Source: an optimization exercise on an open RTL-to-GDS flow (aim: small area, a short achievable clock period and few clock cycles). Production flows keep margins and buffers that such runs may drop. The RTL was checked by simulation tests, not by an equivalence proof against the original design.

lane 3:
==> flow/design.v <==
`timescale 1ns / 1ps
`default_nettype none
package bmff_pkg;
	localparam int unsigned FIELD_W = 13;
	localparam int unsigned FRAME_SH    = 4;
	localparam int unsigned FRAME_BYTES = 1 << FRAME_SH;
	typedef enum logic {
		OP_ALLOC = 1'b0,
		OP_FREE  = 1'b1
	} op_t;
	typedef enum logic {
		ST_DONE    = 1'b0,
		ST_NO_ROOM = 1'b1
	} status_t;
endpackage
`default_nettype wire
`timescale 1ns / 1ps
`default_nettype none
module bmff_div
(
	input  wire logic               clk,
	input  wire logic               arst_n,
	input  wire logic               start,
	input  wire logic [bmff_pkg::FIELD_W-1:0] dividend,
	output logic                    done,
	output logic      [bmff_pkg::FIELD_W-1:0] quotient
);
	logic               done_q;
	logic [bmff_pkg::FIELD_W-1:0] quo_q;
	always_ff @(posedge clk or negedge arst_n) begin
		if (!arst_n) begin
			done_q <= 1'b0;
		end else begin
			done_q <= start;
		end
	end
	always_ff @(posedge clk) begin
		if (start) begin
			quo_q <= dividend >> bmff_pkg::FRAME_SH;
		end
	end
	assign done     = done_q;
	assign quotient = quo_q;
endmodule
`default_nettype wire
`timescale 1ns / 1ps
`default_nettype none
module bmff_ram #(
	parameter int unsigned WIDTH = 8,
	parameter int unsigned DEPTH = 64,
	localparam int unsigned AW = (DEPTH > 1) ? $clog2(DEPTH) : 1
) (
	input  wire logic             clk,
	input  wire logic             we,
	input  wire logic [AW-1:0]    waddr,
	input  wire logic [WIDTH-1:0] wdata,
	input  wire logic [AW-1:0]    raddr,
	output logic      [WIDTH-1:0] rdata
);
	logic [WIDTH-1:0] mem_q [DEPTH];
	always_ff @(posedge clk) begin
		if (we) begin
			mem_q[waddr] <= wdata;
		end
		rdata <= mem_q[raddr];
	end
endmodule
`default_nettype wire
`timescale 1ns / 1ps
`default_nettype none
module bitmap_first_fit_frame_allocator
(
	input  wire logic        clk,
	input  wire logic        arst_n,
	input  wire logic        s_tvalid,
	output logic             s_tready,
	input  wire logic [31:0] s_tdata,    
	input  wire logic [0:0]  s_tuser,    
	output logic             m_tvalid,
	input  wire logic        m_tready,
	output logic      [15:0] m_tdata,    
	output logic      [0:0]  m_tuser     
);
	localparam int N  = 512;
	localparam int NB = 9;
	logic          r_valid;
	logic          r_int;       
	logic          r_op;
	logic [NB-1:0] r_q;         
	logic [NB-1:0] r_first;     
	logic [5:0]    r_qhm;       
	logic          adv;
	logic          s_acc;
	logic          out_valid_q;
	logic          out_status_q;
	logic [NB-1:0] out_frame_q;
	assign adv      = !out_valid_q || m_tready;
	assign s_tready = !r_valid || adv;
	assign s_acc    = s_tvalid && s_tready;
	always_ff @(posedge clk or negedge arst_n) begin
		if (!arst_n) begin
			r_valid <= 1'b1;
			r_int   <= 1'b1;
		end else if (s_tready) begin
			r_valid <= s_tvalid;
			r_int   <= 1'b0;
		end
	end
	always_ff @(posedge clk) begin
		if (s_acc) begin
			r_op    <= s_tuser[0];
			r_q     <= s_tdata[12:4];
			r_qhm   <= s_tdata[12:7] - 6'd1;
			r_first <= s_tdata[25:17];
		end
	end
	logic op_eff;
	assign op_eff = r_op || r_int;
	logic [N-1:0] used_q;
	logic [N-1:0] free_w;
	assign free_w = ~used_q;
	localparam int NS = N / 8;
	logic [5:0] qh;          
	logic [5:0] qhm;         
	logic [2:0] ql;          
	assign qh  = r_q[8:3];
	assign qhm = r_qhm;
	assign ql  = r_q[2:0];
	logic [N-1:0] suf;       
	logic [NS-1:0] full;     
	logic [2:0]   lead [NS];   
	always_comb begin
		for (int b = 0; b < NS; b++) begin
			logic [7:0] pf;
			suf[8*b+7] = free_w[8*b+7];
			for (int c = 6; c >= 0; c--) suf[8*b+c] = suf[8*b+c+1] & free_w[8*b+c];
			full[b] = suf[8*b];
			pf[0] = free_w[8*b];
			for (int c = 1; c < 8; c++) pf[c] = pf[c-1] & free_w[8*b+c];
			lead[b][2] = pf[3];
			lead[b][1] = (pf[1] & !pf[3]) | pf[5];
			lead[b][0] = (pf[0] & !pf[1]) | (pf[2] & !pf[3]) | (pf[4] & !pf[5]) | pf[6];
		end
	end
	logic [NS:0] sp [6];
	logic [NS:0] fr [7];
	always_comb begin
		sp[0] = {1'b0, full};
		for (int k = 1; k < 6; k++) sp[k] = sp[k-1] & (sp[k-1] >> (1 << (k-1)));
		fr[0] = '1;
		for (int k = 0; k < 6; k++) fr[k+1] = qhm[k] ? (sp[k] & (fr[k] >> (1 << k))) : fr[k];
	end
	logic [2:0] lsh [7][NS];
	always_comb begin
		for (int b = 0; b < NS; b++) lsh[0][b] = lead[b];
		for (int k = 0; k < 6; k++) begin
			for (int b = 0; b < NS; b++) begin
				if (b + (1 << k) < NS) lsh[k+1][b] = qh[k] ? lsh[k][b + (1 << k)] : lsh[k][b];
				else                   lsh[k+1][b] = qh[k] ? 3'd0 : lsh[k][b];
			end
		end
	end
	logic [N:0] run8q;
	always_comb begin
		for (int b = 0; b < NS; b++) begin
			for (int c = 0; c < 8; c++) begin
				run8q[8*b+c] = (qh == 6'd0) ||
				               (suf[8*b+c] && fr[6][b+1] && (lsh[6][b] >= 3'(c)));
			end
		end
		run8q[N] = (qh == 6'd0);
	end
	logic [N-1:0] pw [3];
	logic [N-1:0] acc [4];
	always_comb begin
		pw[0] = free_w;
		pw[1] = pw[0] & (pw[0] >> 1);
		pw[2] = pw[1] & (pw[1] >> 2);
		acc[0] = free_w & run8q[N:1];
		for (int k = 0; k < 3; k++) begin
			acc[k+1] = ql[k] ? (pw[k] & (acc[k] >> (1 << k))) : acc[k];
		end
	end
	logic          found;
	logic [NB-1:0] s_idx;
	logic [N-1:0]  tf [NB+1];
	logic [NB-1:0] ti [NB+1][N];
	always_comb begin
		tf[0] = acc[3];
		for (int i = 0; i < N; i++) ti[0][i] = '0;
		for (int l = 1; l <= NB; l++) begin
			tf[l] = '0;
			for (int i = 0; i < N; i++) ti[l][i] = '0;
			for (int i = 0; i < (N >> l); i++) begin
				tf[l][i] = tf[l-1][2*i] | tf[l-1][2*i+1];
				ti[l][i] = tf[l-1][2*i] ? ti[l-1][2*i] : (ti[l-1][2*i+1] | NB'(1 << (l-1)));
			end
		end
		found = tf[NB][0];
		s_idx = ti[NB][0];
	end
	logic [NB-1:0] lo;
	logic [NB:0]   hi;
	logic [N-1:0]  ge_lo;
	logic [N-1:0]  le_hi;
	assign lo = r_int ? '0 : (r_op ? r_first : s_idx);
	logic [NB-1:0] ag, ap;
	logic [NB:0]   cy;
	always_comb begin
		ag = lo & r_q;
		ap = lo | r_q;
		for (int i = 0; i <= NB; i++) begin
			cy[i] = 1'b0;
			for (int j = 0; j < i; j++) begin
				logic t;
				t = ag[j];
				for (int m = j + 1; m < i; m++) t = t & ap[m];
				cy[i] = cy[i] | t;
			end
		end
		for (int i = 0; i < NB; i++) hi[i] = (lo[i] ^ r_q[i]) ^ cy[i];
		hi[NB] = cy[NB];
	end
	logic [N-1:0] gt [NB+1];
	logic [N-1:0] lt [NB+1];
	always_comb begin
		gt[0] = '0; gt[0][0] = 1'b1;
		lt[0] = '0; lt[0][0] = 1'b1;
		for (int l = 1; l <= NB; l++) begin
			gt[l] = '0;
			lt[l] = '0;
			for (int i = 0; i < (1 << (l-1)); i++) begin
				gt[l][i]                 = !lo[l-1] && gt[l-1][i];
				gt[l][i + (1 << (l-1))]  = !lo[l-1] || gt[l-1][i];
				lt[l][i]                 = hi[l-1] || lt[l-1][i];
				lt[l][i + (1 << (l-1))]  = hi[l-1] && lt[l-1][i];
			end
		end
		ge_lo = gt[NB];
		le_hi = lt[NB] | {N{hi[NB] | r_int}};
	end
	logic we;
	assign we = r_valid && (r_int || adv) && (op_eff || found);
	always_ff @(posedge clk) begin
		for (int i = 0; i < N; i++) begin
			if (we && ge_lo[i] && le_hi[i]) used_q[i] <= !op_eff;
		end
	end
	always_ff @(posedge clk or negedge arst_n) begin
		if (!arst_n) begin
			out_valid_q <= 1'b0;
		end else begin
			out_valid_q <= (r_valid && !r_int) || (out_valid_q && !m_tready);
		end
	end
	always_ff @(posedge clk) begin
		if (r_valid && !r_int && adv) begin
			out_status_q <= !r_op && !found;
			out_frame_q  <= (!r_op && found) ? s_idx : '0;
		end
	end
	assign m_tvalid   = out_valid_q;
	assign m_tuser[0] = out_status_q;
	assign m_tdata    = {3'b000, out_frame_q, 4'b0000};
endmodule
`default_nettype wire
Settings: LEC_CHECK=0, CAP_MARGIN=20, CORE_MARGIN=2, CORE_UTILIZATION=35, PLACE_DENSITY=0.4, SLEW_MARGIN=20; clock period 15.0 ns.
run.sh (not shown) runs the stock make flow with config.mk's settings and CLKGATE_MAP_FILE= SYNTH_SCRIPT=/design/flow/synth_recipe.tcl, a recipe that flattens the netlist after the stock synthesis.
FAIL lane 3 @ global routing: tool exited with error
Testbench counts of lane 3, summed over its fixed seeds: cycles 3,224.
Changes in lane 2 relative to lane 3:
- a change of CORE_UTILIZATION from 35 to 30
- a deleted PLACE_DENSITY that had been 0.4
### Flow results
Stage in which a tool error killed lane 2: global routing.
Lane 2 -> lane 3: count of buffers inserted at the top-level ports delta 0, exact match
The pre-CTS worst setup slack of lane 2 was inferior to that of lane 3.
Relative to lane 3, the count of standard-cell rows of lane 2 is higher by 8.0%.
Lane 2 against lane 3: die boundary height rose about 8%; count of hold-fix buffers inserted at cts has remained practically unchanged; post-synthesis adder-cell area fraction was more or less identical; placed wire-length estimate after detailed placement up about 16%.
On initial core utilization: between lane 3 and lane 2, it ends up higher for lane 3.
